What follows belongs to an exercise in optimizing a design on an open flow for small area, a short achievable clock period and few clock cycles per item; a production flow would make more cautious choices. In this exercise RTL edits were held to simulation tests only and were not proved equivalent to the original. Power is estimated from default activity; no workload was simulated.

$ cat flow/design.v
package vc_pkg;
   localparam int TAG_W    = 27;
   localparam int LINE_W   = 256;
   localparam int ENTRIES  = 8;
   localparam int VC_IDX_W = 3;
endpackage
import vc_pkg::*;
module vc_tag_match
(
   input  logic [ENTRIES-1:0]            valid_nx,   
   input  logic [ENTRIES-1:0]            wr_en,      
   input  logic [ENTRIES-1:0][TAG_W-1:0] tags,       
   input  logic [TAG_W-1:0]              wr_tag,     
   input  logic [TAG_W-1:0]              req_tag,
   output logic [ENTRIES-1:0]            match       
);
   logic wr_match;
   assign wr_match = (wr_tag == req_tag);
   always_comb begin
      for (int i = 0; i < ENTRIES; i++) begin
         match[i] = valid_nx[i] & (wr_en[i] ? wr_match : (tags[i] == req_tag));
      end
   end
endmodule
import vc_pkg::*;
module vc_ctrl
(
   input  logic                clk,
   input  logic                rst,
   input  logic                req_valid,
   output logic                req_ready,
   input  logic [TAG_W-1:0]    req_tag,
   input  logic                req_has_vic,
   input  logic [TAG_W-1:0]    vic_tag,
   input  logic [LINE_W-1:0]   vic_data,
   input  logic                vic_dirty,
   output logic                rsp_valid,
   input  logic                rsp_ready,
   output logic                rsp_hit,
   output logic [LINE_W-1:0]   rsp_data,
   output logic                rsp_dirty,
   output logic                wb_valid,
   input  logic                wb_ready,
   output logic [TAG_W-1:0]    wb_tag,
   output logic [LINE_W-1:0]   wb_data,
   output logic                acc_en,
   output logic [VC_IDX_W-1:0] acc_idx,
   input  logic [VC_IDX_W-1:0] lru_idx
);
   logic [ENTRIES-1:0]             valid_q, valid_d;
   logic [ENTRIES-1:0]             dirty_q, dirty_d;
   logic [ENTRIES-1:0][TAG_W-1:0]  tag_q;
   logic [ENTRIES-1:0][LINE_W-1:0] data_q;
   logic                           b_valid_q;     
   logic                           b_hv_q;        
   logic                           b_hit_q;
   logic                           b_use_lru_q;   
   logic [ENTRIES-1:0]             b_idx_oh_q;    
   logic [VC_IDX_W-1:0]            b_acc_idx_q;   
   logic                           b_vdirty_q;
   logic [TAG_W-1:0]               b_vtag_q;
   logic [LINE_W-1:0]              b_vdata_q;
   logic                           rsp_valid_q, rsp_hit_q, rsp_dirty_q;
   logic                           wb_valid_q;
   logic [TAG_W-1:0]               wb_tag_q;
   logic [LINE_W-1:0]              out_q;
   logic                           out_free, go, take;
   logic [ENTRIES-1:0]             lru_oh, sel_oh, we, clr;
   logic [TAG_W-1:0]               rd_tag;
   logic [LINE_W-1:0]              rd_data;
   logic                           rd_dirty, lru_dirty;
   logic [ENTRIES-1:0]             match_d, hit_oh_d, free_oh_d, idx_oh_d;
   logic                           hit_d, full_d, use_lru_d;
   logic [VC_IDX_W-1:0]            idx_d;
   assign out_free  = (~rsp_valid_q | rsp_ready) & (~wb_valid_q | wb_ready);
   assign go        = b_valid_q & out_free;
   assign req_ready = ~b_valid_q | out_free;
   assign take      = req_valid & req_ready;
   always_comb begin
      for (int i = 0; i < ENTRIES; i++) begin
         lru_oh[i] = (lru_idx == VC_IDX_W'(i));
      end
   end
   assign sel_oh  = b_use_lru_q ? lru_oh : b_idx_oh_q;
   assign we      = {ENTRIES{go & b_hv_q}} & sel_oh;
   assign clr     = {ENTRIES{go & b_hit_q & ~b_hv_q}} & b_idx_oh_q;
   assign valid_d = (valid_q & ~clr) | we;
   assign dirty_d = (dirty_q & ~clr & ~we) | (we & {ENTRIES{b_vdirty_q}});
   always_comb begin
      rd_data   = '0;
      rd_tag    = '0;
      rd_dirty  = 1'b0;
      lru_dirty = 1'b0;
      for (int i = 0; i < ENTRIES; i++) begin
         rd_data   = rd_data | ({LINE_W{sel_oh[i]}} & data_q[i]);
         rd_tag    = rd_tag  | ({TAG_W{sel_oh[i]}} & tag_q[i]);
         rd_dirty  = rd_dirty | (sel_oh[i] & dirty_q[i]);
         lru_dirty = lru_dirty | (lru_oh[i] & dirty_q[i]);
      end
   end
   vc_tag_match u_match (
      .valid_nx (valid_d),
      .wr_en    (we),
      .tags     (tag_q),
      .wr_tag   (b_vtag_q),
      .req_tag  (req_tag),
      .match    (match_d)
   );
   always_comb begin
      for (int i = 0; i < ENTRIES; i++) begin
         hit_oh_d[i]  = match_d[i] & ~|(match_d & ((ENTRIES'(1) << i) - ENTRIES'(1)));
         free_oh_d[i] = ~valid_d[i] & &(valid_d | ~((ENTRIES'(1) << i) - ENTRIES'(1)));
      end
   end
   assign hit_d    = |match_d;
   assign full_d   = &valid_d;
   assign idx_oh_d = hit_d ? hit_oh_d : free_oh_d;
   assign use_lru_d = req_has_vic & ~hit_d & full_d;
   always_comb begin
      idx_d = '0;
      for (int i = 0; i < ENTRIES; i++) begin
         if (idx_oh_d[i]) idx_d = idx_d | VC_IDX_W'(i);
      end
   end
   always_ff @(posedge clk or negedge rst) begin
      if (!rst) begin
         valid_q     <= '0;
         dirty_q     <= '0;
         b_valid_q   <= 1'b0;
         b_hv_q      <= 1'b0;
         rsp_valid_q <= 1'b0;
         wb_valid_q  <= 1'b0;
      end else begin
         valid_q     <= valid_d;
         dirty_q     <= dirty_d;
         if (req_ready) begin
            b_valid_q <= req_valid;
            b_hv_q    <= req_valid & req_has_vic;
         end
         rsp_valid_q <= go | (rsp_valid_q & ~rsp_ready);
         wb_valid_q  <= (go & b_use_lru_q & lru_dirty) | (wb_valid_q & ~wb_ready);
      end
   end
   always_ff @(posedge clk) begin
      for (int i = 0; i < ENTRIES; i++) begin
         if (we[i]) begin
            tag_q[i]  <= b_vtag_q;
            data_q[i] <= b_vdata_q;
         end
      end
      b_use_lru_q <= (take & use_lru_d) | (~take & b_use_lru_q);
      b_acc_idx_q <= ({VC_IDX_W{take & ~use_lru_d}} & idx_d) | ({VC_IDX_W{~take}} & b_acc_idx_q);
      if (take) begin
         b_hit_q     <= hit_d;
         b_idx_oh_q  <= idx_oh_d;
         b_vdirty_q  <= vic_dirty;
         b_vtag_q    <= vic_tag;
         b_vdata_q   <= vic_data;
      end
      if (go) begin
         rsp_hit_q   <= b_hit_q;
         rsp_dirty_q <= rd_dirty;
         wb_tag_q    <= rd_tag;
         out_q       <= rd_data;
      end
   end
   assign rsp_valid = rsp_valid_q;
   assign rsp_hit   = rsp_hit_q;
   assign rsp_dirty = rsp_dirty_q;
   assign rsp_data  = out_q;
   assign wb_valid  = wb_valid_q;
   assign wb_tag    = wb_tag_q;
   assign wb_data   = out_q;
   assign acc_en    = b_hv_q & out_free;
   assign acc_idx   = ({VC_IDX_W{b_use_lru_q}} & lru_idx) | b_acc_idx_q;
endmodule
$ cat flow/flow/run.sh
#!/bin/bash
# The standard layout, except that ports are buffered with a plain buf_1
# (the resizer still upsizes it where timing needs) instead of a delay cell,
# and the control ports are kept together (flow/io.tcl).
set -euo pipefail
here="$(cd "$(dirname "${BASH_SOURCE[0]}")/.." && pwd)"
cd "$here"
export BUFFER_PORTS_ARGS="-buffer_cell sky130_fd_sc_hd__buf_1"
export IO_CONSTRAINTS="$here/flow/io.tcl"
bash standard.sh finish > standard_make.log 2>&1
$ cat flow/flow/io.tcl
# Keep the ports of the short input-to-output and register-to-output control
# paths together, in the middle of the bottom edge.
set_io_pin_constraint -region bottom:230-290 -pin_names {
  lru_idx[0] lru_idx[1] lru_idx[2] acc_idx[0] acc_idx[1] acc_idx[2] acc_en
  req_ready req_valid rsp_ready wb_ready rsp_valid wb_valid
}
$ cat flow/standard.sh
#!/bin/bash
# synth_recipe.tcl (not shown) runs the flow's synth.tcl, then flattens the netlist and writes it again
# the make line also repeats each setting of config.mk as NAME=value (left out here)
make -C /OpenROAD-flow-scripts/flow DESIGN_CONFIG=/design/flow/config.mk WORK_HOME=/design/flow/orfs CLKGATE_MAP_FILE= SYNTH_SCRIPT=/design/flow/synth_recipe.tcl "${@:-finish}"
$ cat flow/config.mk
export PLATFORM = sky130hd
export DESIGN_NAME = vc_ctrl
export DESIGN_NICKNAME = vc_ctrl
export VERILOG_FILES = /design/flow/design.v
export SDC_FILE = /design/flow/constraint.sdc
export NUM_CORES = 4
export LEC_CHECK = 0
export CAP_MARGIN = 20
export CORE_MARGIN = 2
export CORE_UTILIZATION = 40
export SETUP_SLACK_MARGIN = 3.0
export SLEW_MARGIN = 20
$ cat flow/constraint.sdc
create_clock -name core_clock -period 6.0 [get_ports {clk}]
set_input_delay 1.2000 -clock core_clock [delete_from_list [all_inputs] [get_ports {clk}]]
set_output_delay 1.2000 -clock core_clock [all_outputs]
set_load 0.01 [all_outputs]
==> reports/qor.txt, run 1 <==
kind of critical path: primary input to register
placed cell areas: 0.109 mm²
slew at the pin with the worst max-slew slack: 1.05 ns
Total Wirelength: 286 mm
NumNets Final: 6496
commonest non-fill, non-tap cells in the layout: edfxtp_1 (2843), a22oi_1 (1139), buf_1 (831)
CTS tree: yes
FF-to-FF path depth: 12
asr flop ratio synth: 0.698%
Yosys top cell area share: 82.7%
design area: 0.120 mm²
Residual DRC: 0
Worst Setup End Kind: register
Final Max Slew Viols: 0
Required @ worst endpoint: 6.70 ns
HP Class: primary input to async pin
Combinational Power Share: 7.4%
Worst slew margin: 30.1%
f_max: 315 MHz
max-cap violations: 0
Post-Syn Nets: 5691
Reg2Reg Setup Slack: 2.95 ns
Post-Place Worst Slack: 1.61 ns
PwrDens: 380 mW/mm²
vias in the first global route: 54.1k
io pins: 868
top cells by area, synth: edfxtp_1 (83%), a22oi_1 (8.3%), nand4_1 (2.1%), xnor2_1 (2.0%), buf_4 (1.9%)
Peak supply drop: 0.000279 V
commonest non-fill, non-tap cell in the layout: edfxtp_1
register area share after synthesis: 83.2%
# fillers: 21.4k
crit share post-route: 52.9%
main flop type after synthesis: edfxtp_1
first-pass iteration count of the detailed router: 7
Avg Vias per Cell: 5.70
CTS Buffer Depth: 4
Placed Cells incl. Taps: 9197
FP Rows: 186
I/O Buffers: 867
Setup TNS: 0 ns
Setup violations, final: 0
die area: 0.262 mm²
Psw: 10.7 mW
H-tree depth: 5
startpoint types: primary input
post-route non-filler standard cell count: 9815
grt total ovfl: 0
Setup WS post-layout: 2.82 ns
number of synthesized flops with an enable pin: 2843
Multi-input gate area: 0.0145 mm²
initial DRC count: 6803
Core Util, Final: 46.8%
Clock Pin Slew Worst Setup and Hold Paths: 0.07 ns
first-pass GRT wire length: 402 mm
fin crit period: 3.18 ns
RD Place Congestion: 0.977
Flop pwr share: 52.4%
total CTS buffers: 302
cell taking the most area after synthesis: edfxtp_1
Static Leak: 36.9 nW
Final Skew: 0.0630 ns
Yosys reg bits: 2866
Syn Area/Cell: 19.2 µm²
distinct cell type count after synthesis: 59
RSZ-0062 raised after global routing: yes
core area: 0.257 mm²
initial antenna violation count: 33
critical-path cell list: clkdlybuf4s15_2, xnor2_1, nand4_1, nor3_1, nand4_1, o21ai_2, nor4_4, a21oi_1, nand4b_1, a22o_1
Clock Sinks: 2866
fraction of power spent switching nets: 23.5%
slowest stage delay, CP: 0.53 ns
Clk Latency, worst-skew pair: 0.85 ns
Slowest-stage cell, CP: nor3_1
Die X: 512 µm
initial core utilization: 40.2%
Ys Warns: 2
synthesized cell area: 0.103 mm²
ANT nets after route: 0
Post-DP HPWL: 157 mm
Post-Synthesis Cells: 5371
maximum number of pins on one net before global-route repair: 112
status: no timing/DRC/antenna violations
area growth from synthesis to layout: 16.3%
register area: 0.0859 mm²
Int Pwr: 34.9 mW
Routed WL per cell: 29.1 µm
vias: 55.9k
layout cells sized above 1: 10.9%
die height: 512 µm
most frequent CP cell: nand4_1
CTS root buffer: clkbuf_16
Critical Path Fanout Max: 9
clock power share: 40.2%
crit path DAT: 3.88 ns
Fin. Hold Viols: 0
Total Routing Usage GR: 20.9%
==> worst max-delay path, delay by kind of cell <==
kind	cells	cell delay (ns)
buffers and inverters	1	0.38
and+or+nand+nor	5	1.12
AOI/OAI and AO/OA	3	0.65
xor gates and xnor gates	1	0.49
==> per-stage QoR <==
step	hold slack (ns)	power, mW
3_3_place_gp	0.526	27.5
6_report	0.328	45.6
2_1_floorplan	0.417	26.1
4_1_cts	0.244	45.9
5_1_grt	0.291	46.9
3_5_place_dp	0.533	27.6
==> metal layers <==
layer | global-route usage, % | vias to the layer above | routed length, µm
met2 | 33.6 | 2854 | 137000
met1 | 28.9 | 29000 | 116000
li1 | - | 23600 | -
met5 | 0 | - | 112
met3 | 3.76 | 504 | 23600
met4 | 6.89 | 18 | 8870
==> cells by family (layout without fill, tap and decap cells) <==
| kind of cell | after synthesis | after routing | share of synthesized area [%] |
|---|---|---|---|
| mux | 3 | 3 | 0.0533 |
| compound gates | 1208 | 1208 | 8.75 |
| xor+xnor | 243 | 243 | 2.06 |
| flops | 2866 | 2866 | 83.2 |
| buf+inv | 570 | 1608 | 3.06 |
| other cells | 0 | 18 | 0 |
| simple gates | 481 | 485 | 2.86 |
==> cell usage after synthesis, drive strengths merged, types with 5 or more instances <==
cell,count
a21oi,5
o2111ai,6
dfrtp,20
o31ai,8
or2,6
edfxtp,2843
buf,305
nor2,10
inv,24
and2,5
nand3,17
nand4,352
a21o,6
clkbuf,241
nor2b,7
nor3,13
nand2b,9
o21ai,21
a22oi,1139
nand2,34
xor2,12
nor4,14
a31oi,5
xnor2,231
==> sequential cells by signal (all words and copies together), names as in the netlist, named ones only <==
| register | count |
|---|---|
| data_q | 2048 |
| b_vdata_q | 256 |
| out_q | 256 |
| tag_q | 216 |
| b_vtag_q | 27 |
| wb_tag_q | 27 |
| b_idx_oh_q | 8 |
| dirty_q | 8 |
| valid_q | 8 |
| b_acc_idx_q | 3 |
| b_hit_q | 1 |
| b_hv_q | 1 |
| b_valid_q | 1 |
| b_vdirty_q | 1 |
| rsp_dirty_q | 1 |
| rsp_hit_q | 1 |
| rsp_valid_q | 1 |
| wb_valid_q | 1 |
==> worst paths after layout <==
kind,from,end
max,req_tag[2],b_acc_idx_q[0]
min,rst,wb_valid_q
max reg2reg,wb_valid_q,b_acc_idx_q[2]
min reg2reg,data_q[1655],out_q[119]
max in group asynchronous,rst,b_hv_q
min in group core_clock,vic_dirty,b_vdirty_q
==> power groups by stage <==
stage	combinational, mW	sequential (mW)	clock [mW]
detailed placement	3.24	24.3	0
finish	3.37	23.9	18.3
CTS	3.35	23.9	18.6
global placement	3.24	24.3	0
floorplan	1.88	24.2	0
global route	3.57	24.0	19.4
==> final cells by class <==
cell class | count | area share, %
tap | 3384 | 3.53
sequential | 2866 | 71.6
clock inverter | 168 | 1.41
clock buffer | 373 | 6.66
multi-input combinational | 1939 | 12.1
timing repair buffer | 1039 | 4.55
inverter | 24 | 0.138
antenna | 18 | 0.0375
timing repair inverter | 4 | 0.0354
==> what timing repair did <==
| action | 4_1_cts | 5_1_grt |
|---|---|---|
| pin swaps | 9 | 16 |
| hold buffers | 0 | 0 |
| buffers inserted | 31 | 16 |
| endpoints found under the hold margin | 0 | 0 |
| gates cloned | 8 | 4 |
| gates resized for setup | 81 | 38 |
| setup endpoints to repair | 2188 | 285 |
Testbench counts, summed over its fixed seeds: cycles 3,216, items 3,200.
==> run 2: changes to the inputs <==
--- a/flow/design.v
+++ b/flow/design.v
@@ -149,7 +149,7 @@
          end
       end
       b_use_lru_q <= (take & use_lru_d) | (~take & b_use_lru_q);
-      b_acc_idx_q <= ({VC_IDX_W{take & ~use_lru_d}} & idx_d) | ({VC_IDX_W{~take}} & b_acc_idx_q);
+      b_acc_idx_q <= ({VC_IDX_W{take}} & idx_d) | ({VC_IDX_W{~take}} & b_acc_idx_q);
       if (take) begin
          b_hit_q     <= hit_d;
          b_idx_oh_q  <= idx_oh_d;
==> run 2 against run 1 <==
Against the previous run: still clean; worst setup slack better by 0.11 ns; final cell count is 0.65% lower; global-route usage is 0.72 points lower; hold slack better by 0.054 ns; clock skew is 0.020 ns lower; sequential share of layout area hardly changed; total power is 1.5% higher; utilization is 0.092 points lower; sequential cell count stayed put; routed wire length is 2.6% lower; combinational power is 17% higher; clock-buffer cell count is 5 lower; critical endpoint is now acc_en; largest power group unchanged; highest routed layer unchanged.
==> reports/qor.txt, run 2 <==
hold buffers post-CTS: 0 (unchanged)
fin crit period: 3.07 ns (was 3.18 ns)
initial core utilization: 40.3% (was 40.2%)
RD Place Congestion: 0.907 (was 0.977)
FP Rows: 186 (unchanged)
FF-to-FF End: wb_tag_q[23] (was b_acc_idx_q[2])
f_max: 326 MHz (was 315 MHz)
Psw: 11.0 mW (was 10.7 mW)
Required @ worst endpoint: 4.80 ns (was 6.70 ns)
die area: 0.263 mm² (was 0.262 mm²)
Clock Pin Slew Worst Setup and Hold Paths: 0.06 ns (was 0.07 ns)
main flop type after synthesis: edfxtp_1 (unchanged)
Combinational Power Share: 8.5% (was 7.4%)
commonest non-fill, non-tap cells in the layout: edfxtp_1 (2846), buf_1 (836), a22oi_1 (568) (was edfxtp_1 (2843), a22oi_1 (1139), buf_1 (831))
startpoint types: primary input (unchanged)
# fillers: 21.5k (was 21.4k)
Flop pwr share: 51.6% (was 52.4%)
max-cap violations: 0 (unchanged)
H-tree depth: 5 (unchanged)
Setup violations, final: 0 (unchanged)
main combinational cell family by area after synthesis: compound AO/OA/AOI/OAI gates (unchanged)
initial antenna violation count: 34 (was 33)
register area: 0.0860 mm² (was 0.0859 mm²)
Ys Warns: 2 (unchanged)
max reg flops: 2048 (unchanged)
Setup TNS: 0 ns (unchanged)
Compound-Gate Fraction of Synth Area: 9.48% (was 8.75%)
layout cells sized above 1: 10.5% (was 10.9%)
Worst Setup End Kind: output port (was register)
clock power share: 39.9% (was 40.2%)
Total Routing Usage GR: 20.2% (was 20.9%)
Reg2Reg Setup Slack: 2.97 ns (was 2.95 ns)
core area: 0.257 mm² (about the same)
multiplexer share of the synthesized area: 0.0543% (was 0.0533%)
fraction of power spent switching nets: 23.9% (was 23.5%)
Routed WL per cell: 28.5 µm (was 29.1 µm)
Clk Latency, worst-skew pair: 0.83 ns (was 0.85 ns)
Avg Vias per Cell: 5.66 (was 5.70)
kind of critical path: primary input to output port (was primary input to register)
xor/xnor share of the synthesized area: 2.05% (was 2.06%)
number of synthesized flops with an enable pin: 2846 (was 2843)
I/O Buffers: 867 (unchanged)
crit share post-route: 51.1% (was 52.9%)
Total Wirelength: 278 mm (was 286 mm)
cell taking the most area after synthesis: edfxtp_1 (unchanged)
initial DRC count: 7249 (was 6803)
Final Skew: 0.0425 ns (was 0.0630 ns)
Critical path origin: rsp_ready (was req_tag[2])
NumNets Final: 6444 (was 6496)
FF-to-FF path depth: 8 (was 12)
Post-Synthesis Cells: 5346 (was 5371)
vias: 55.2k (was 55.9k)
Fin. Hold Viols: 0 (unchanged)
HP Class: primary input to async pin (unchanged)
slew at the pin with the worst max-slew slack: 1.26 ns (was 1.05 ns)
simple-gate portion of the synthesized area: 2.45% (was 2.86%)
Multi-input gate area: 0.0149 mm² (was 0.0145 mm²)
commonest non-fill, non-tap cell in the layout: edfxtp_1 (unchanged)
area growth from synthesis to layout: 15.9% (was 16.3%)
first-pass GRT wire length: 390 mm (was 402 mm)
Largest regs: data_q: 2048 flops, b_vdata_q: 256 flops, out_q: 256 flops (unchanged)
Peak supply drop: 0.000340 V (was 0.000279 V)
grt total ovfl: 0 (unchanged)
CTS tree: yes (unchanged)
Yosys top cell area share: 82.4% (was 82.7%)
Syn Area/Cell: 19.4 µm² (was 19.2 µm²)
Post-Syn Nets: 5666 (was 5691)
Clock Sinks: 2866 (unchanged)
distinct cell type count after synthesis: 71 (was 59)
status: no timing/DRC/antenna violations (unchanged)
top cells by area, synth: edfxtp_1 (82%), a22oi_1 (4.1%), a222oi_1 (2.8%), xnor2_1 (2.0%), a21boi_0 (1.9%) (was edfxtp_1 (83%), a22oi_1 (8.3%), nand4_1 (2.1%), xnor2_1 (2.0%), buf_4 (1.9%))
total CTS buffers: 306 (was 302)
ANT nets after route: 0 (unchanged)
Static Leak: 37.3 nW (was 36.9 nW)
Final Max Slew Viols: 0 (unchanged)
vias in the first global route: 53.7k (was 54.1k)
Biggest register: data_q (unchanged)
Int Pwr: 35.3 mW (was 34.9 mW)
CTS Buffer Depth: 4 (unchanged)
CTS root buffer: clkbuf_16 (unchanged)
synthesized cell area: 0.104 mm² (was 0.103 mm²)
io pins: 868 (unchanged)
Residual DRC: 0 (unchanged)
RSZ-0062 raised after global routing: yes (unchanged)
PwrDens: 385 mW/mm² (was 380 mW/mm²)
die height: 513 µm (was 512 µm)
Post-synth top cells: edfxtp_1 (2846), a22oi_1 (568), nand3_1 (300), a222oi_1 (285), a21boi_0 (267) (was edfxtp_1 (2843), a22oi_1 (1139), nand4_1 (352), buf_4 (258), clkbuf_1 (241))
Die X: 513 µm (was 512 µm)
Critical Path Fanout Max: 4 (was 9)
Worst slew margin: 16.1% (was 30.1%)
maximum number of pins on one net before global-route repair: 119 (was 112)
Yosys reg bits: 2866 (unchanged)
asr flop ratio synth: 0.698% (unchanged)
most frequent cell after synthesis: edfxtp_1 (unchanged)
register area share after synthesis: 82.9% (was 83.2%)
first-pass iteration count of the detailed router: 9 (was 7)
Synth Area in Adders: 0% (unchanged)
Post-DP HPWL: 151 mm (was 157 mm)
crit path DAT: 1.87 ns (was 3.88 ns)
WHS: 0.382 ns (was 0.328 ns)
## run 2: cell types whose count changed after synthesis, moves of 11 or more
cell,delta
nand4_1,-292
nand2_1,-17
a21boi_0,+267
clkbuf_1,-29
a21boi_1,+17
a222oi_1,+285
nand3_1,+283
a22oi_1,-571
buf_1,+29
o21ai_0,-11
## run 2: cell type report
cell class / count / area share (%)
clock inverter: 168 / 1.40
multi-input combinational: 1919 / 12.4
inverter: 22 / 0.134
clock buffer: 368 / 6.71
antenna: 15 / 0.0312
timing repair buffer: 1006 / 4.26
sequential: 2866 / 71.5
timing repair inverter: 3 / 0.0239
tap: 3384 / 3.52
## run 2: worst max-delay path by stage
stage	depth (start not counted)	to	slack [ns]
floorplan	10	register	-1.00
global placement	7	out_q[196]	1.64
detailed placement	10	register	1.64
CTS	3	acc_en	2.86
global route	3	acc_en	2.88
finish	4	acc_en	2.93
## run 2: kinds of logic (layout without fill, tap and decap cells)
kind of cell	after synthesis	count (layout)
mux	3	3
compound gates	1204	1204
simple gates	464	469
flops	2866	2866
buf+inv	566	1567
other cells	0	15
xor+xnor	243	243
## run 2: timing repair
action | in CTS | in global routing
gates cloned | 5 | 4
resized for setup | 65 | 33
pin swaps | 7 | 6
endpoints found under the setup margin | 1980 | 319
setup buffers | 25 | 10
## run 2: worst max-delay path, cell delays in order
cell and delay [ns]:
buf_4 0.13, nor2b_4 0.06, nor3_4 0.28, buf_2 0.19
## run 2: per-layer routing
| layer | track usage (%) | part of all wire [%] |
|---|---|---|
| met2 | 33.1 | 48 |
| met1 | 27.5 | 40 |
| met3 | 3.88 | 8.4 |
| met4 | 6.01 | 2.8 |
| met5 | 0 | 0.067 |
## run 2: power by group through the flow
stage / sequential, mW / clock (mW) / combinational (mW)
floorplan: 24.2 / 0 / 2.28
global placement: 24.3 / 0 / 3.78
detailed placement: 24.3 / 0 / 3.79
CTS: 23.9 / 18.8 / 3.92
global route: 24.0 / 19.5 / 4.18
finish: 23.9 / 18.5 / 3.93
## run 2: stage by stage
stage / util (%) / area (µm²) / std cells / power [mW] / setup slack (ns)
floorplan: - / 104000 / 5346 / 26.4 / -1.00
finish: 46.7 / 120000 / 9751 / 46.3 / 2.93
global placement: 42.6 / 110000 / 9156 / 28.0 / 1.64
CTS: 46.6 / 120000 / 9722 / 46.6 / 2.86
detailed placement: 42.6 / 110000 / 9156 / 28.1 / 1.64
global route: 46.7 / 120000 / 9745 / 47.6 / 2.88
Testbench counts of run 2, summed over its fixed seeds: cycles 3,216, items 3,200.
==> run 3: changes to the inputs <==
--- a/flow/config.mk
+++ b/flow/config.mk
@@ -8,5 +8,7 @@
 export CAP_MARGIN = 20
 export CORE_MARGIN = 2
 export CORE_UTILIZATION = 40
+export CTS_CLUSTER_DIAMETER = 100
+export CTS_CLUSTER_SIZE = 24
 export SETUP_SLACK_MARGIN = 3.0
 export SLEW_MARGIN = 20
==> run 3 against run 2 <==
Against the previous run: clock-buffer cell count shrank 214; critical path depth did not move; sequential share of layout area up 3.5 points; total power shrank 17%; fmax down 0.46%; synthesized cell count did not move; global-route usage decreased by 0.39 points; clock skew decreased by 0.011 ns; final area is 4.7% lower; first-iteration DRC count decreased by 5.8%; critical endpoint unchanged; highest routed layer unchanged.
==> reports/qor.txt, run 3 <==
core area: 0.257 mm² (unchanged)
Post-Place Worst Slack: 1.64 ns (unchanged)
Placed Cells incl. Taps: 9156 (unchanged)
Total Wirelength: 273 mm (was 278 mm)
max-cap violations: 0 (unchanged)
first-pass iteration count of the detailed router: 9 (unchanged)
Setup WS post-layout: 2.92 ns (was 2.93 ns)
Worst slew margin: 16.9% (was 16.1%)
post-route non-filler standard cell count: 9393 (was 9751)
Setup TNS: 0 ns (unchanged)
RD Place Congestion: 0.907 (unchanged)
register area share after synthesis: 82.9% (unchanged)
status: no timing/DRC/antenna violations (unchanged)
vias: 54.1k (was 55.2k)
I/O Buffers: 867 (unchanged)
Peak supply drop: 0.000304 V (was 0.000340 V)
startpoint types: primary input (unchanged)
Routed WL per cell: 29.1 µm (was 28.5 µm)
layout cells sized above 1: 7.09% (was 10.5%)
first-pass GRT wire length: 382 mm (was 390 mm)
kind of critical path: primary input to output port (unchanged)
Clock Pin Slew Worst Setup and Hold Paths: 0.10 ns (was 0.06 ns)
number of synthesized flops with an enable pin: 2846 (unchanged)
Final Max Slew Viols: 0 (unchanged)
initial DRC count: 6831 (was 7249)
RSZ-0062 raised after global routing: yes (unchanged)
initial antenna violation count: 35 (was 34)
Avg Vias per Cell: 5.75 (was 5.66)
Post-Syn Nets: 5666 (unchanged)
top cells by area, synth: edfxtp_1 (82%), a22oi_1 (4.1%), a222oi_1 (2.8%), xnor2_1 (2.0%), a21boi_0 (1.9%) (unchanged)
commonest non-fill, non-tap cells in the layout: edfxtp_1 (2846), buf_1 (839), a22oi_1 (568) (was edfxtp_1 (2846), buf_1 (836), a22oi_1 (568))
placed cell areas: 0.110 mm² (unchanged)
cell taking the most area after synthesis: edfxtp_1 (unchanged)
Biggest register: data_q (unchanged)
initial core utilization: 40.3% (unchanged)
Residual DRC: 0 (unchanged)
Final Skew: 0.0315 ns (was 0.0425 ns)
Clock Sinks: 2866 (unchanged)
ANT nets after route: 0 (unchanged)
area growth from synthesis to layout: 10.5% (was 15.9%)
Critical Path Fanout Max: 4 (unchanged)
maximum number of pins on one net before global-route repair: 119 (unchanged)
FP Rows: 186 (unchanged)
design area: 0.115 mm² (was 0.120 mm²)
synthesized cell area: 0.104 mm² (unchanged)
Post-Synthesis Cells: 5346 (unchanged)
total CTS buffers: 143 (was 306)
io pins: 868 (unchanged)
HP Class: primary input to async pin (unchanged)
main flop type after synthesis: edfxtp_1 (unchanged)
WHS: 0.377 ns (was 0.382 ns)
fin crit period: 3.08 ns (was 3.07 ns)
vias in the first global route: 51.6k (was 53.7k)
Post-DP HPWL: 151 mm (unchanged)
commonest non-fill, non-tap cell in the layout: edfxtp_1 (unchanged)
CTS tree: yes (unchanged)
Setup violations, final: 0 (unchanged)
die height: 513 µm (unchanged)
Yosys top cell area share: 82.4% (unchanged)
H-tree depth: 4 (was 5)
distinct cell type count after synthesis: 71 (unchanged)
f_max: 325 MHz (was 326 MHz)
Clk Latency, worst-skew pair: 0.83 ns (about the same)
max reg flops: 2048 (unchanged)
crit path DAT: 1.88 ns (was 1.87 ns)
CTS root buffer: clkbuf_16 (unchanged)
Total Routing Usage GR: 19.8% (was 20.2%)
# fillers: 22.0k (was 21.5k)
asr flop ratio synth: 0.698% (unchanged)
NumNets Final: 6284 (was 6444)
Reg2Reg Setup Slack: 2.92 ns (was 2.97 ns)
crit share post-route: 51.3% (was 51.1%)
Worst Setup End Kind: output port (unchanged)
Required @ worst endpoint: 4.80 ns (about the same)
Fin. Hold Viols: 0 (unchanged)
PwrDens: 336 mW/mm² (was 385 mW/mm²)
Largest regs: data_q: 2048 flops, b_vdata_q: 256 flops, out_q: 256 flops (unchanged)
CTS Buffer Depth: 3 (was 4)
most frequent cell after synthesis: edfxtp_1 (unchanged)
Post-synth top cells: edfxtp_1 (2846), a22oi_1 (568), nand3_1 (300), a222oi_1 (285), a21boi_0 (267) (unchanged)
Yosys reg bits: 2866 (unchanged)
grt total ovfl: 0 (unchanged)
Static Leak: 34.5 nW (was 37.3 nW)
slew at the pin with the worst max-slew slack: 1.25 ns (was 1.26 ns)
Ys Warns: 2 (unchanged)
die area: 0.263 mm² (unchanged)
Syn Area/Cell: 19.4 µm² (unchanged)
Die X: 513 µm (unchanged)
[run 3: cell counts after synthesis]
No cell type changed its count.
[run 3: where the power goes]
group          total [mW]  switching (mW)  internal, mW  leakage (nW)
Clock                10.8            6.14          4.61          2.01
Sequential           23.8           0.692          23.1          26.1
Combinational        3.92            2.69          1.23          6.38
[run 3: per-stage QoR]
stage / util (%) / total power [mW]
after floorplan: - / 26.4
after global placement: 42.6 / 28.0
after detailed placement: 42.6 / 28.1
after CTS: 44.3 / 38.7
after global routing: 44.5 / 39.7
final: 44.5 / 38.5
[run 3: path summary, 6_finish.rpt]
path,from,to,cells after the start
worst max-delay path,rsp_ready,acc_en,4
worst min-delay path,rst,dirty_q[1],2
worst max register to register,register,out_q[215],8
worst min register to register,data_q[1187],out_q[163],2
max in group asynchronous,rst,wb_valid_q,2
min in group core_clock,vic_data[25],b_vdata_q[25],1
[run 3: critical path, cell delays in order]
cell     delay (ns)
buf_4          0.13
nor2b_4        0.06
nor3_4         0.29
buf_2          0.20
[run 3: routing by layer]
metal	vias to the layer above	track usage (%)	wire length (µm)
met3	334	3.19	20500
li1	22900	-	-
met2	2497	32.7	134000
met4	28	4.54	5850
met5	-	0	174
met1	28300	27.7	113000
[run 3: kinds of logic after synthesis]
logic type	Yosys count	synth area share, %
AO/OA/AOI/OAI	1204	9.48
flip-flops	2866	82.9
multiplexers	3	0.0543
XOR/XNOR	243	2.05
buffers and inverters	566	3.04
AND/OR/NAND/NOR	464	2.45
[run 3: cell type report]
class | count | area, µm² | share of cell area, %
sequential | 2866 | 86000 | 75.0
multi-input combinational | 1919 | 14900 | 13.0
timing repair buffer | 1009 | 5190 | 4.53
tap | 3384 | 4230 | 3.70
clock buffer | 154 | 3750 | 3.27
clock inverter | 25 | 359 | 0.313
inverter | 22 | 158 | 0.138
antenna | 11 | 27.5 | 0.0240
timing repair inverter | 3 | 26.3 | 0.0229
[run 3: what timing repair did]
item | 4_1_cts | 5_1_grt
pin swaps | 7 | 6
gates cloned | 6 | 6
resized for setup | 63 | 29
hold buffers | 0 | 0
endpoints found under the setup margin | 2017 | 537
buffers inserted | 20 | 15
==> run 4: changes to the inputs <==
--- a/flow/config.mk
+++ b/flow/config.mk
@@ -7,7 +7,7 @@
 export LEC_CHECK = 0
 export CAP_MARGIN = 20
 export CORE_MARGIN = 2
-export CORE_UTILIZATION = 40
+export CORE_UTILIZATION = 50
 export CTS_CLUSTER_DIAMETER = 100
 export CTS_CLUSTER_SIZE = 24
 export SETUP_SLACK_MARGIN = 3.0
==> run 4 against run 3 <==
Against the previous run: still clean; worst setup slack got worse by 0.0087 ns; hold slack got worse by 0.0052 ns; sequential share of layout area rose by 0.88 points; final cell count fell by 7.5%; utilization rose by 10 points; routed wire length fell by 1.4%; synthesized cell count did not move; largest power group unchanged.
==> reports/qor.txt, run 4 <==
status: no timing/DRC/antenna violations (unchanged)
Setup TNS: 0 ns (unchanged)
critical-path cell list: buf_2, nor2b_4, nor3_4, buf_2 (was buf_4, nor2b_4, nor3_4, buf_2)
Final Skew: 0.0348 ns (was 0.0315 ns)
Critical Path Fanout Max: 3 (was 4)
first-pass GRT wire length: 375 mm (was 382 mm)
main combinational cell family by area after synthesis: compound AO/OA/AOI/OAI gates (unchanged)
crit path DAT: 1.89 ns (was 1.88 ns)
top cells by area, synth: edfxtp_1 (82%), a22oi_1 (4.1%), a222oi_1 (2.8%), xnor2_1 (2.0%), a21boi_0 (1.9%) (unchanged)
Clock Sinks: 2866 (unchanged)
fin crit period: 3.09 ns (was 3.08 ns)
most frequent cell after synthesis: edfxtp_1 (unchanged)
Avg Vias per Cell: 6.16 (was 5.75)
CTS Buffer Depth: 3 (unchanged)
first-pass iteration count of the detailed router: 9 (unchanged)
max layer used: met5 (unchanged)
Synth Area in Adders: 0% (unchanged)
Compound-Gate Fraction of Synth Area: 9.48% (unchanged)
total CTS buffers: 140 (was 143)
startpoint types: primary input (unchanged)
synthesized cell area: 0.104 mm² (unchanged)
Post-Syn Nets: 5666 (unchanged)
ANT nets after route: 0 (unchanged)
NumNets Final: 6255 (was 6284)
io pins: 868 (unchanged)
Post-DP HPWL: 146 mm (was 151 mm)
Routed WL per cell: 31.0 µm (was 29.1 µm)
Clk Latency, worst-skew pair: 0.85 ns (was 0.83 ns)
Worst slew margin: 18.4% (was 16.9%)
CTS root buffer: clkbuf_16 (unchanged)
worst path buffer plus inverter count: 2 (unchanged)
asr flop ratio synth: 0.698% (unchanged)
number of synthesized flops with an enable pin: 2846 (unchanged)
CTS tree: yes (unchanged)
commonest non-fill, non-tap cell in the layout: edfxtp_1 (unchanged)
cell taking the most area after synthesis: edfxtp_1 (unchanged)
Largest regs: data_q: 2048 flops, b_vdata_q: 256 flops, out_q: 256 flops (unchanged)
Critical path origin: wb_ready (was rsp_ready)
Post-synth top cells: edfxtp_1 (2846), a22oi_1 (568), nand3_1 (300), a222oi_1 (285), a21boi_0 (267) (unchanged)
kind of critical path: primary input to output port (unchanged)
Post-Route M1 WL: 109 mm (was 113 mm)
max-cap violations: 0 (unchanged)
Clock Pin Slew Worst Setup and Hold Paths: 0.10 ns (about the same)
most frequent CP cell: buf_2
distinct cell type count after synthesis: 71 (unchanged)
Syn Area/Cell: 19.4 µm² (unchanged)
crit share post-route: 51.5% (was 51.3%)
FF-to-FF path depth: 8 (unchanged)
Slowest-stage cell, CP: nor3_4 (unchanged)
Reg2Reg Setup Slack: 2.97 ns (was 2.92 ns)
FF-to-FF End: b_idx_oh_q[0] (was out_q[215])
I/O Buffers: 867 (unchanged)
Ys Warns: 2 (unchanged)
Fin. Hold Viols: 0 (unchanged)
Post-Synthesis Cells: 5346 (unchanged)
die height: 459 µm (was 513 µm)
Static Leak: 34.2 nW (was 34.5 nW)
simple-gate portion of the synthesized area: 2.45% (unchanged)
f_max: 324 MHz (was 325 MHz)
HP Class: primary input to async pin (unchanged)
PwrDens: 337 mW/mm² (was 336 mW/mm²)
H-tree depth: 4 (unchanged)
Setup violations, final: 0 (unchanged)
RSZ-0062 raised after global routing: yes (unchanged)
vias: 53.5k (was 54.1k)
Worst Setup End Kind: output port (unchanged)
end of the critical path: acc_en (unchanged)
core area: 0.207 mm² (was 0.257 mm²)
RD Place Congestion: 0.932 (was 0.907)
Total Wirelength: 269 mm (was 273 mm)
die area: 0.211 mm² (was 0.263 mm²)
main flop type after synthesis: edfxtp_1 (unchanged)
Final Max Slew Viols: 0 (unchanged)
area growth from synthesis to layout: 9.25% (was 10.5%)
FP Rows: 167 (was 186)
total power: 38.2 mW (was 38.5 mW)
initial antenna violation count: 37 (was 35)
WL met3: 20.8 mm (was 20.5 mm)
initial core utilization: 50.2% (was 40.3%)
CP top delay family: simple AND/OR/NAND/NOR gates (unchanged)
commonest non-fill, non-tap cells in the layout: edfxtp_1 (2846), buf_1 (835), a22oi_1 (568) (was edfxtp_1 (2846), buf_1 (839), a22oi_1 (568))
Crit path depth: 4 (unchanged)
Met2 Wirelength: 131 mm (was 134 mm)
Yosys top cell area share: 82.4% (unchanged)
layout cells sized above 1: 6.48% (was 7.09%)
initial DRC count: 6848 (was 6831)
Biggest register: data_q (unchanged)
multiplexer share of the synthesized area: 0.0543% (unchanged)
slowest stage delay, CP: 0.27 ns (was 0.29 ns)
xor/xnor share of the synthesized area: 2.05% (unchanged)
Total Routing Usage GR: 24.6% (was 19.8%)
vias in the first global route: 50.6k (was 51.6k)
maximum number of pins on one net before global-route repair: 133 (was 119)
Required @ worst endpoint: 4.80 ns (about the same)
Residual DRC: 0 (unchanged)
max reg flops: 2048 (unchanged)
grt total ovfl: 0 (unchanged)
register area share after synthesis: 82.9% (unchanged)
Peak supply drop: 0.000285 V (was 0.000304 V)
Yosys reg bits: 2866 (unchanged)
slew at the pin with the worst max-slew slack: 1.22 ns (was 1.25 ns)
Die X: 459 µm (was 513 µm)
==> run 4: cell count changes in the layout (fill, tap and decap cells not counted), moves of 4 or more <==
cell       previous run  this run
buf_16                8         2
buf_4                82        56
diode_2              11        20
buf_2                17        21
clkbuf_2              4         8
buf_1               839       835
clkbuf_16           152       142
inv_12                4         0
clkbuf_1              4        12
==> run 4: repair_timing <==
| action | in CTS | in global routing |
|---|---|---|
| pin swaps | 3 | 5 |
| gates resized for setup | 54 | 40 |
| buffers inserted | 17 | 12 |
| setup endpoints to repair | 1956 | 475 |
| hold buffers | 0 | 0 |
| hold endpoints to repair | 0 | 0 |
| gates cloned | 1 | 5 |
==> run 4: layout make-up <==
type / instances / area, µm²
timing repair buffer: 985 / 4890
multi-input combinational: 1916 / 14800
fill: 15800 / 93400
antenna: 20 / 50.0
tap: 2704 / 3380
inverter: 22 / 199
clock inverter: 21 / 298
timing repair inverter: 4 / 36.3
clock buffer: 154 / 3600
sequential: 2866 / 86000
==> run 4: worst min path at each step <==
stage	from	to	slack, ns	cells past startpoint
after detailed placement	dirty_q[2]	dirty_q[2]	0.52	1
final	rst	valid_q[5]	0.37	2
after CTS	rst	valid_q[3]	0.30	2
after global placement	dirty_q[2]	dirty_q[2]	0.52	1
after floorplan	dirty_q[5]	dirty_q[5]	0.48	1
after global routing	rst	dirty_q[1]	0.34	2
==> run 4: power breakdown <==
part	switching, mW	internal [mW]	total [mW]	leakage, nW
Combinational	2.63	1.20	3.83	6.21
Sequential	0.717	23.1	23.9	26.1
Clock	6.07	4.42	10.5	1.91
==> run 4: metal layers <==
metal	global-route usage, %	up-vias
li1	-	22900
met1	35.1	27800
met2	39.6	2488
met3	3.63	401
met4	7.56	28
met5	0	-
==> run 4: cell families after synthesis <==
family / count (synthesis)
flip-flops: 2866
AO/OA/AOI/OAI: 1204
buffers and inverters: 566
AND/OR/NAND/NOR: 464
XOR/XNOR: 243
multiplexers: 3
==> run 4: through the flow <==
stage | setup slack (ns) | std cells | hold slack, ns | instance area, µm² | utilization (%)
floorplan | -1.00 | 5346 | 0.478 | 104000 | -
global placement | 1.72 | 8462 | 0.519 | 109000 | 52.6
detailed placement | 1.66 | 8462 | 0.517 | 109000 | 52.6
CTS | 2.86 | 8655 | 0.302 | 113000 | 54.6
global route | 2.87 | 8683 | 0.337 | 113000 | 54.8
finish | 2.91 | 8692 | 0.372 | 113000 | 54.8
==> run 5: changes to the inputs <==
--- a/flow/config.mk
+++ b/flow/config.mk
@@ -7,8 +7,8 @@
 export LEC_CHECK = 0
 export CAP_MARGIN = 20
 export CORE_MARGIN = 2
-export CORE_UTILIZATION = 50
-export CTS_CLUSTER_DIAMETER = 100
-export CTS_CLUSTER_SIZE = 24
+export CORE_UTILIZATION = 40
+export CTS_CLUSTER_DIAMETER = 150
+export CTS_CLUSTER_SIZE = 20
 export SETUP_SLACK_MARGIN = 3.0
 export SLEW_MARGIN = 20
==> run 5 against run 4 <==
Against the previous run: critical path depth up 5; highest routed layer unchanged; die area rose by 25%; still clean; critical endpoint is now out_q[215]; global-route usage fell by 4.7 points; total power up 1.8%.
==> reports/qor.txt, run 5 <==
status: no timing/DRC/antenna violations (unchanged)
initial core utilization: 40.3% (was 50.2%)
Setup TNS: 0 ns (unchanged)
most frequent cell after synthesis: edfxtp_1 (unchanged)
max-cap violations: 0 (unchanged)
cell taking the most area after synthesis: edfxtp_1 (unchanged)
Residual DRC: 0 (unchanged)
slowest stage delay, CP: 0.55 ns (was 0.27 ns)
CTS root buffer: clkbuf_16 (unchanged)
Die X: 513 µm (was 459 µm)
initial antenna violation count: 33 (was 37)
ANT nets after route: 0 (unchanged)
FP Rows: 186 (was 167)
Required @ worst endpoint: 6.69 ns (was 4.80 ns)
total power: 38.9 mW (was 38.2 mW)
Final Skew: 0.0619 ns (was 0.0348 ns)
CTS Buffer Depth: 3 (unchanged)
I/O Buffers: 867 (unchanged)
Placed Cells incl. Taps: 9156 (was 8462)
# fillers: 22.0k (was 15.8k)
PwrDens: 339 mW/mm² (was 337 mW/mm²)
Yosys top cell area share: 82.4% (unchanged)
io pins: 868 (unchanged)
first-pass iteration count of the detailed router: 9 (unchanged)
die area: 0.263 mm² (was 0.211 mm²)
grt total ovfl: 0 (unchanged)
layout cells sized above 1: 7.15% (was 6.48%)
area growth from synthesis to layout: 10.7% (was 9.25%)
distinct cell type count after synthesis: 71 (unchanged)
Ys Warns: 2 (unchanged)
crit share post-route: 52.1% (was 51.5%)
Post-synth top cells: edfxtp_1 (2846), a22oi_1 (568), nand3_1 (300), a222oi_1 (285), a21boi_0 (267) (unchanged)
CP top delay family: buffers and inverters (was simple AND/OR/NAND/NOR gates)
Total Routing Usage GR: 19.9% (was 24.6%)
Peak supply drop: 0.000292 V (was 0.000285 V)
top cells by area, synth: edfxtp_1 (82%), a22oi_1 (4.1%), a222oi_1 (2.8%), xnor2_1 (2.0%), a21boi_0 (1.9%) (unchanged)
first-pass GRT wire length: 384 mm (was 375 mm)
Avg Vias per Cell: 5.75 (was 6.16)
CTS tree: yes (unchanged)
Core Util, Final: 44.6% (was 54.8%)
Static Leak: 34.6 nW (was 34.2 nW)
most frequent CP cell: buf_4 (was buf_2)
Largest regs: data_q: 2048 flops, b_vdata_q: 256 flops, out_q: 256 flops (unchanged)
Worst Setup End Kind: register (was output port)
commonest non-fill, non-tap cell in the layout: edfxtp_1 (unchanged)
asr flop ratio synth: 0.698% (unchanged)
die height: 513 µm (was 459 µm)
maximum number of pins on one net before global-route repair: 119 (was 133)
vias in the first global route: 51.9k (was 50.6k)
H-tree depth: 4 (unchanged)
crit path DAT: 3.81 ns (was 1.89 ns)
Post-DP HPWL: 151 mm (was 146 mm)
Syn Area/Cell: 19.4 µm² (unchanged)
main flop type after synthesis: edfxtp_1 (unchanged)
Clk Latency, worst-skew pair: 0.86 ns (was 0.85 ns)
number of synthesized flops with an enable pin: 2846 (unchanged)
post-route non-filler standard cell count: 9396 (was 8692)
Post-Syn Nets: 5666 (unchanged)
Clock Pin Slew Worst Setup and Hold Paths: 0.09 ns (was 0.10 ns)
commonest non-fill, non-tap cells in the layout: edfxtp_1 (2846), buf_1 (838), a22oi_1 (568) (was edfxtp_1 (2846), buf_1 (835), a22oi_1 (568))
core area: 0.257 mm² (was 0.207 mm²)
initial DRC count: 6928 (was 6848)
max reg flops: 2048 (unchanged)
register area share after synthesis: 82.9% (unchanged)
Total Wirelength: 273 mm (was 269 mm)
Biggest register: data_q (unchanged)
vias: 54.0k (was 53.5k)
Yosys reg bits: 2866 (unchanged)
kind of critical path: register to register (was primary input to output port)
synthesized cell area: 0.104 mm² (unchanged)
Worst slew margin: 20.0% (was 18.4%)
Critical Path Fanout Max: 109 (was 3)
critical-path cell list: buf_6, buf_4, buf_4, nand4b_1, o21ai_4, buf_8, buf_16, a21boi_0, nand3_1 (was buf_2, nor2b_4, nor3_4, buf_2)
HP Class: primary input to async pin (unchanged)
total CTS buffers: 162 (was 140)
Routed WL per cell: 29.1 µm (was 31.0 µm)
Clock Sinks: 2866 (unchanged)
RSZ-0062 raised after global routing: yes (unchanged)
Setup violations, final: 0 (unchanged)
NumNets Final: 6300 (was 6255)
slew at the pin with the worst max-slew slack: 1.20 ns (was 1.22 ns)
Post-Synthesis Cells: 5346 (unchanged)
worst path buffer plus inverter count: 5 (was 2)
fin crit period: 3.13 ns (was 3.09 ns)
Slowest-stage cell, CP: buf_8 (was nor3_4)
hold buffers post-CTS: 0 (unchanged)
Final Max Slew Viols: 0 (unchanged)
f_max: 320 MHz (was 324 MHz)
startpoint types: register (was primary input)
RD Place Congestion: 0.907 (was 0.932)
Fin. Hold Viols: 0 (unchanged)
## run 5: cell counts after synthesis
No cell type changed its count.
## run 5: kinds of logic (layout without fill, tap and decap cells)
| group | count (synthesis) | count (layout) | share of synthesized area (%) |
|---|---|---|---|
| AO/OA/AOI/OAI | 1204 | 1204 | 9.48 |
| XOR/XNOR | 243 | 243 | 2.05 |
| buffers and inverters | 566 | 1215 | 3.04 |
| flip-flops | 2866 | 2866 | 82.9 |
| multiplexers | 3 | 3 | 0.0543 |
| other | 0 | 12 | 0 |
| AND/OR/NAND/NOR | 464 | 469 | 2.45 |
## run 5: through the flow
step	cell area [µm²]	hold slack (ns)	worst slack, ns
final	115000	0.393	2.87
after detailed placement	110000	0.518	1.64
after global placement	110000	0.512	1.64
after global routing	115000	0.350	2.89
after CTS	114000	0.324	2.87
after floorplan	104000	0.478	-1.00
## run 5: timing repair
item                        CTS  global route
setup endpoints to repair  1971           461
setup buffers                18            16
pin swaps                     6            10
gates resized for setup      65            30
gates cloned                  6             4
## run 5: cell type report
type | instances | area [µm²] | area share (%)
Clock buffer | 167 | 4090 | 3.57
Clock inverter | 17 | 279 | 0.243
Timing Repair Buffer | 1006 | 5120 | 4.46
Tap cell | 3384 | 4230 | 3.69
Antenna cell | 12 | 30.0 | 0.0262
Timing Repair inverter | 3 | 26.3 | 0.0229
Inverter | 22 | 158 | 0.137
Sequential cell | 2866 | 86000 | 74.9
Multi-Input combinational cell | 1919 | 14900 | 13.0
## run 5: layer usage
layer	vias to the layer above	GRT usage, %	wire [µm]
met5	-	0	162
met4	26	4.86	6310
met3	367	3.28	20500
met2	2456	32.8	133000
met1	28200	27.7	113000
li1	22900	-	-
## run 5: worst paths after layout
path | endpoint | slack, ns | cells after the start
worst max-delay path | out_q[215] | 2.87 | 9
worst min-delay path | valid_q[1] | 0.39 | 2
worst max register to register | out_q[215] | 2.87 | 9
worst min register to register | out_q[47] | 0.53 | 2
max in group asynchronous | wb_valid_q | 5.30 | 2
min in group core_clock | b_vdata_q[151] | 0.51 | 1
## run 5: worst reg2reg max path: stages, from the launching register on
cell	delay, ns
edfxtp_1	0.34
buf_6	0.14
buf_4	0.15
buf_4	0.15
nand4b_1	0.19
o21ai_4	0.12
buf_8	0.55
buf_16	0.38
a21boi_0	0.83
nand3_1	0.15
## run 5: power breakdown
group,switching (mW),internal [mW]
sequential,0.694,23.1
combinational,2.69,1.23
clock,6.20,4.93
total,9.59,29.3
==> run 6: changes to the inputs <==
--- a/flow/config.mk
+++ b/flow/config.mk
@@ -7,8 +7,8 @@
 export LEC_CHECK = 0
 export CAP_MARGIN = 20
 export CORE_MARGIN = 2
-export CORE_UTILIZATION = 40
-export CTS_CLUSTER_DIAMETER = 150
-export CTS_CLUSTER_SIZE = 20
+export CORE_UTILIZATION = 50
+export CTS_CLUSTER_DIAMETER = 100
+export CTS_CLUSTER_SIZE = 28
 export SETUP_SLACK_MARGIN = 3.0
 export SLEW_MARGIN = 20
==> run 6 against run 5 <==
Against the previous run: final area fell by 1.7%; hold slack got worse by 0.029 ns; fmax grew 1.3%; sequential cell count stayed put; largest power group unchanged; still clean on timing, DRC and antenna; first-iteration DRC count up 1.9%; die area decreased by 20%; clock skew decreased by 0.030 ns.
==> reports/qor.txt, run 6 <==
commonest non-fill, non-tap cell in the layout: edfxtp_1 (unchanged)
maximum number of pins on one net before global-route repair: 133 (was 119)
max-cap violations: 0 (unchanged)
crit path DAT: 1.89 ns (was 3.81 ns)
Yosys reg bits: 2866 (unchanged)
Syn Area/Cell: 19.4 µm² (unchanged)
Worst Setup End Kind: output port (was register)
Post-Syn Nets: 5666 (unchanged)
Critical path origin: wb_ready
number of synthesized flops with an enable pin: 2846 (unchanged)
grt total ovfl: 0 (unchanged)
layout cells sized above 1: 6.33% (was 7.15%)
vias: 53.5k (was 54.0k)
Final Max Slew Viols: 0 (unchanged)
initial antenna violation count: 38 (was 33)
first-pass GRT wire length: 375 mm (was 384 mm)
PwrDens: 332 mW/mm² (was 339 mW/mm²)
Avg Vias per Cell: 6.17 (was 5.75)
NumNets Final: 6241 (was 6300)
I/O Buffers: 867 (unchanged)
Largest regs: data_q: 2048 flops, b_vdata_q: 256 flops, out_q: 256 flops (unchanged)
commonest non-fill, non-tap cells in the layout: edfxtp_1 (2846), buf_1 (834), a22oi_1 (568) (was edfxtp_1 (2846), buf_1 (838), a22oi_1 (568))
Post-Synthesis Cells: 5346 (unchanged)
hold buffers post-CTS: 0 (unchanged)
status: no timing/DRC/antenna violations (unchanged)
area growth from synthesis to layout: 8.83% (was 10.7%)
Total Wirelength: 269 mm (was 273 mm)
asr flop ratio synth: 0.698% (unchanged)
crit share post-route: 51.4% (was 52.1%)
FF-to-FF path depth: 10 (was 9)
Clk Latency, worst-skew pair: 0.83 ns (was 0.86 ns)
Clock Pin Slew Worst Setup and Hold Paths: 0.12 ns (was 0.09 ns)
die height: 459 µm (was 513 µm)
placed cell areas: 0.109 mm² (was 0.110 mm²)
Critical Path Fanout Max: 3 (was 109)
Setup TNS: 0 ns (unchanged)
cell taking the most area after synthesis: edfxtp_1 (unchanged)
Biggest register: data_q (unchanged)
Worst slew margin: 16.3% (was 20.0%)
first-pass iteration count of the detailed router: 9 (unchanged)
synthesized cell area: 0.104 mm² (unchanged)
CTS root buffer: clkbuf_16 (unchanged)
Fin. Hold Viols: 0 (unchanged)
distinct cell type count after synthesis: 71 (unchanged)
initial DRC count: 7061 (was 6928)
CTS tree: yes (unchanged)
CTS Buffer Depth: 3 (unchanged)
ANT nets after route: 0 (unchanged)
post-route non-filler standard cell count: 8674 (was 9396)
fin crit period: 3.09 ns (was 3.13 ns)
kind of critical path: primary input to output port (was register to register)
register area share after synthesis: 82.9% (unchanged)
startpoint types: primary input (was register)
Placed Cells incl. Taps: 8462 (was 9156)
Static Leak: 34.0 nW (was 34.6 nW)
top cells by area, synth: edfxtp_1 (82%), a22oi_1 (4.1%), a222oi_1 (2.8%), xnor2_1 (2.0%), a21boi_0 (1.9%) (unchanged)
Residual DRC: 0 (unchanged)
WHS: 0.364 ns (was 0.393 ns)
Ys Warns: 2 (unchanged)
total power: 37.5 mW (was 38.9 mW)
HP Class: primary input to async pin (unchanged)
slew at the pin with the worst max-slew slack: 1.26 ns (was 1.20 ns)
core area: 0.207 mm² (was 0.257 mm²)
Post-synth top cells: edfxtp_1 (2846), a22oi_1 (568), nand3_1 (300), a222oi_1 (285), a21boi_0 (267) (unchanged)
R2R Path Start: wb_valid_q
total CTS buffers: 120 (was 162)
FP Rows: 167 (was 186)
vias in the first global route: 50.3k (was 51.9k)
Peak supply drop: 0.000272 V (was 0.000292 V)
RSZ-0062 raised after global routing: yes (unchanged)
Required @ worst endpoint: 4.80 ns (was 6.69 ns)
initial core utilization: 50.2% (was 40.3%)
die area: 0.211 mm² (was 0.263 mm²)
Die X: 459 µm (was 513 µm)
main flop type after synthesis: edfxtp_1 (unchanged)
Final Skew: 0.0314 ns (was 0.0619 ns)
# fillers: 15.9k (was 22.0k)
H-tree depth: 3 (was 4)
Total Routing Usage GR: 24.6% (was 19.9%)
most frequent cell after synthesis: edfxtp_1 (unchanged)
design area: 0.113 mm² (was 0.115 mm²)
Clock Sinks: 2866 (unchanged)
Routed WL per cell: 31.0 µm (was 29.1 µm)
max reg flops: 2048 (unchanged)
Yosys top cell area share: 82.4% (unchanged)
Post-DP HPWL: 146 mm (was 151 mm)
Setup violations, final: 0 (unchanged)
io pins: 868 (unchanged)
RD Place Congestion: 0.932 (was 0.907)
f_max: 324 MHz (was 320 MHz)
==> run 6: what timing repair did <==
item,4_1_cts,5_1_grt
gates cloned,3,5
pin swaps,4,7
setup endpoints to repair,1957,304
setup buffers,19,14
resized for setup,54,37
==> run 6: critical path, cell delays in order <==
cell     delay [ns]
buf_2          0.15
nor2b_4        0.08
nor3_4         0.27
buf_2          0.19
==> run 6: final timing paths <==
check | end | slack [ns]
hold / removal | valid_q[3] | 0.36
min in group core_clock | b_vdata_q[113] | 0.52
setup / recovery | acc_en | 2.91
hold reg to reg | out_q[91] | 0.54
setup reg to reg | register | 3.01
max in group asynchronous | rsp_valid_q | 5.32
==> run 6: layer usage <==
| metal | up-vias | GRT usage (%) | wire [µm] |
|---|---|---|---|
| li1 | 22800 | - | - |
| met1 | 27900 | 35.2 | 111000 |
| met2 | 2450 | 39.8 | 130000 |
| met3 | 359 | 3.48 | 19500 |
| met4 | 30 | 7.14 | 8210 |
| met5 | - | 0 | 187 |
==> run 6: stage by stage <==
stage	utilization (%)	setup slack (ns)
after floorplan	-	-1.00
after global placement	52.6	1.72
after detailed placement	52.6	1.66
after CTS	54.4	2.85
after global routing	54.6	2.86
final	54.6	2.91
==> run 6: logic make-up (layout without fill, tap and decap cells) <==
family          after synthesis  count (layout)  synth area share [%]
flops                      2866            2866                  82.9
compound gates             1204            1204                  9.48
buf+inv                     566            1173                  3.04
simple gates                464             466                  2.45
xor+xnor                    243             243                  2.05
mux                           3               3                0.0543
other cells                   0              15                     0
==> run 6: cell type report <==
type                            count  area (µm²)  area share (%)
Sequential cell                  2866       86000            76.2
Inverter                           22         199           0.176
Multi-Input combinational cell   1916       14800            13.1
Clock inverter                     26         413           0.366
Timing Repair inverter              6        56.3          0.0499
Clock buffer                      130        3060            2.71
Antenna cell                       15        37.5          0.0333
Timing Repair Buffer              989        4890            4.33
Tap cell                         2704        3380            3.00
==> run 6: report_power, final <==
part | total, mW | internal [mW] | switching [mW]
clock network | 9.82 | 3.81 | 6.01
registers | 23.9 | 23.1 | 0.718
logic | 3.81 | 1.19 | 2.62
total | 37.5 | 28.1 | 9.35
==> run 7: changes to the inputs <==
--- a/flow/config.mk
+++ b/flow/config.mk
@@ -9,6 +9,6 @@
 export CORE_MARGIN = 2
 export CORE_UTILIZATION = 50
 export CTS_CLUSTER_DIAMETER = 100
-export CTS_CLUSTER_SIZE = 28
-export SETUP_SLACK_MARGIN = 3.0
+export CTS_CLUSTER_SIZE = 24
+export SETUP_SLACK_MARGIN = 2.9
 export SLEW_MARGIN = 20
==> run 7 against run 6 <==
Against the previous run: utilization up 0.088 points; final area up 0.16%; worst setup slack worse by 0.082 ns; global-route usage up 0.24 points; hold slack worse by 0.014 ns; via count up 0.65%; critical path type is now register to register; critical endpoint is now data_q[1981]; largest cell class unchanged.
==> reports/qor.txt, run 7 <==
number of synthesized flops with an enable pin: 2846 (unchanged)
Yosys reg bits: 2866 (unchanged)
FP Rows: 167 (unchanged)
asr flop ratio synth: 0.698% (unchanged)
Final Max Slew Viols: 0 (unchanged)
WHS: 0.350 ns (was 0.364 ns)
status: no timing/DRC/antenna violations (unchanged)
vias in the first global route: 51.3k (was 50.3k)
register area: 0.0860 mm² (unchanged)
Post-Syn Nets: 5666 (unchanged)
commonest non-fill, non-tap cell in the layout: edfxtp_1 (unchanged)
Avg Vias per Cell: 6.21 (was 6.17)
I/O Buffers: 867 (unchanged)
Routed WL per cell: 31.3 µm (was 31.0 µm)
Post-DP HPWL: 145 mm (was 146 mm)
slowest stage delay, CP: 0.72 ns (was 0.27 ns)
Clock Pin Slew Worst Setup and Hold Paths: 0.11 ns (was 0.12 ns)
# fillers: 15.8k (was 15.9k)
PwrDens: 337 mW/mm² (was 332 mW/mm²)
grt total ovfl: 0 (unchanged)
HP Class: primary input to async pin (unchanged)
RD Place Congestion: 0.944 (was 0.932)
Residual DRC: 0 (unchanged)
Compound-Gate Fraction of Synth Area: 9.48% (unchanged)
commonest non-fill, non-tap cells in the layout: edfxtp_1 (2846), buf_1 (843), a22oi_1 (568) (was edfxtp_1 (2846), buf_1 (834), a22oi_1 (568))
vias: 53.9k (was 53.5k)
initial DRC count: 6954 (was 7061)
kind of critical path: register to register (was primary input to output port)
Total Wirelength: 272 mm (was 269 mm)
critical-path cell list: buf_12, buf_4, o21ai_4, nand2_4, clkinvlp_4, buf_4, buf_12 (was buf_2, nor2b_4, nor3_4, buf_2)
main flop type after synthesis: edfxtp_1 (unchanged)
H-tree depth: 4 (was 3)
Slowest-stage cell, CP: o21ai_4 (was nor3_4)
Setup violations, final: 0 (unchanged)
simple-gate portion of the synthesized area: 2.45% (unchanged)
main combinational cell family by area after synthesis: compound AO/OA/AOI/OAI gates (unchanged)
Met2 Wirelength: 131 mm (was 130 mm)
Total Routing Usage GR: 24.9% (was 24.6%)
Critical Path Fanout Max: 82 (was 3)
Largest regs: data_q: 2048 flops, b_vdata_q: 256 flops, out_q: 256 flops (unchanged)
Peak supply drop: 0.000296 V (was 0.000272 V)
Post-synth top cells: edfxtp_1 (2846), a22oi_1 (568), nand3_1 (300), a222oi_1 (285), a21boi_0 (267) (unchanged)
max reg flops: 2048 (unchanged)
first-pass iteration count of the detailed router: 8 (was 9)
Clk Latency, worst-skew pair: 0.85 ns (was 0.83 ns)
Synth Area in Adders: 0% (unchanged)
top cells by area, synth: edfxtp_1 (82%), a22oi_1 (4.1%), a222oi_1 (2.8%), xnor2_1 (2.0%), a21boi_0 (1.9%) (unchanged)
Post-Synthesis Cells: 5346 (unchanged)
Biggest register: data_q (unchanged)
io pins: 868 (unchanged)
NumNets Final: 6247 (was 6241)
distinct cell type count after synthesis: 71 (unchanged)
crit share post-route: 52.8% (was 51.4%)
total CTS buffers: 139 (was 120)
ANT nets after route: 0 (unchanged)
WL met3: 20.7 mm (was 19.5 mm)
Ys Warns: 2 (unchanged)
Die X: 459 µm (unchanged)
Setup TNS: 0 ns (unchanged)
Worst Setup End Kind: register (was output port)
multiplexer share of the synthesized area: 0.0543% (unchanged)
Static Leak: 34.1 nW (was 34.0 nW)
Required @ worst endpoint: 6.45 ns (was 4.80 ns)
cell taking the most area after synthesis: edfxtp_1 (unchanged)
CTS root buffer: clkbuf_16 (unchanged)
first-pass GRT wire length: 379 mm (was 375 mm)
Syn Area/Cell: 19.4 µm² (unchanged)
f_max: 316 MHz (was 324 MHz)
Yosys top cell area share: 82.4% (unchanged)
layout cells sized above 1: 6.22% (was 6.33%)
CP top delay family: buffers and inverters (was simple AND/OR/NAND/NOR gates)
most frequent cell after synthesis: edfxtp_1 (unchanged)
slew at the pin with the worst max-slew slack: 1.23 ns (was 1.26 ns)
xor/xnor share of the synthesized area: 2.05% (unchanged)
Final Skew: 0.0313 ns (was 0.0314 ns)
max layer used: met5 (unchanged)
RSZ-0062 raised after global routing: yes (unchanged)
Post-Route M1 WL: 110 mm (was 111 mm)
die height: 459 µm (unchanged)
core area: 0.207 mm² (unchanged)
Multi-input gate area: 0.0148 mm² (about the same)
Clock Sinks: 2866 (unchanged)
startpoint types: register (was primary input)
Worst slew margin: 18.3% (was 16.3%)
max-cap violations: 0 (unchanged)
CTS tree: yes (unchanged)
synthesized cell area: 0.104 mm² (unchanged)
register area share after synthesis: 82.9% (unchanged)
maximum number of pins on one net before global-route repair: 134 (was 133)
area growth from synthesis to layout: 9.01% (was 8.83%)
initial core utilization: 50.2% (unchanged)
Fin. Hold Viols: 0 (unchanged)
worst path buffer plus inverter count: 5 (was 2)
die area: 0.211 mm² (unchanged)
fin crit period: 3.17 ns (was 3.09 ns)
initial antenna violation count: 38 (unchanged)
crit path DAT: 3.62 ns (was 1.89 ns)
CTS Buffer Depth: 3 (unchanged)
## run 7: layout make-up
cell class	count	share of cell area [%]
Antenna cell	18	0.0399
Clock buffer	156	3.17
Clock inverter	22	0.252
Multi-Input combinational cell	1919	13.1
Inverter	22	0.147
Timing Repair Buffer	975	4.17
Timing Repair inverter	4	0.0299
Tap cell	2704	2.99
Sequential cell	2866	76.1
## run 7: path summary, 6_finish.rpt
check	depth (start not counted)	endpoint	slack, ns
setup / recovery	7	data_q[1981]	2.83
hold / removal	2	dirty_q[0]	0.35
setup reg to reg	7	data_q[1981]	2.83
hold reg to reg	2	out_q[78]	0.53
max in group asynchronous	2	wb_valid_q	5.35
min in group core_clock	1	b_vdata_q[226]	0.51
## run 7: repair_timing
item	4_1_cts	5_1_grt
buffers inserted	17	8
hold buffers	0	0
endpoints found under the setup margin	1967	587
pin swaps	2	5
gates resized for setup	28	35
gates cloned	2	7
## run 7: logic make-up after synthesis
family,after synthesis
XOR/XNOR,243
multiplexers,3
AND/OR/NAND/NOR,464
flip-flops,2866
AO/OA/AOI/OAI,1204
buffers and inverters,566
## run 7: routing by layer
layer / vias up / GRT usage (%)
li1: 22800 / -
met1: 28100 / 35.0
met2: 2470 / 40.0
met3: 413 / 3.83
met4: 40 / 8.31
met5: - / 0
## run 7: metrics by stage
step,setup slack (ns),util [%],total power [mW],instances,instance area (µm²)
detailed placement,1.51,52.5,28.1,8456,109000
CTS,2.79,54.5,38.3,8653,113000
global placement,1.56,52.5,28.0,8456,109000
global route,2.78,54.7,39.3,8680,113000
finish,2.83,54.7,38.1,8686,113000
floorplan,-1.00,-,26.4,5346,104000
## run 7: power by group
part	total (mW)	internal, mW	switching, mW	leakage [nW]
Clock	10.4	4.39	6.05	1.90
Sequential	23.9	23.1	0.719	26.1
Combinational	3.82	1.18	2.64	6.09

afterwards: timing with drivers on the ports:
The results above use ideal ports. As a check the final layouts listed here were re-extracted and re-timed, cells and wires unchanged.
Step 1: set_driving_cell puts a clkbuf_16 on clk and a buf_2 on each other input, an assumption about the parent block.
Step 2 moves the port delays by t, midway between the first and last clock arrival at a register: inputs arrive t later, outputs are due t later. That takes back most of the time a late clock gives input paths.
a / b / c = no drivers / after step 1 / after step 2; a / b = the first two.
run	t (ns)	setup slack, ns	latest minus earliest clock arrival (ns)	worst register clock-pin slew, ns
run 1	0.903	2.824 / 2.799 / 1.969	0.066 / 0.066	0.07 / 0.07
run 2	0.915	2.934 / 2.829 / 2.012	0.069 / 0.069	0.07 / 0.07
run 3	0.909	2.920 / 2.836 / 2.031	0.036 / 0.036	0.11 / 0.11
run 4	0.925	2.911 / 2.814 / 2.017	0.041 / 0.042	0.11 / 0.11
run 5	0.925	2.874 / 2.849 / 2.002	0.062 / 0.062	0.09 / 0.09
run 6	0.918	2.914 / 2.827 / 2.092	0.040 / 0.040	0.12 / 0.12
run 7	0.926	2.832 / 2.745 / 1.907	0.039 / 0.039	0.11 / 0.11
After both steps setup and hold are still met in every run listed. For run 7, which loses most, drivers alone change the setup slack by -0.087 ns; drivers and shift together by -0.925 ns.
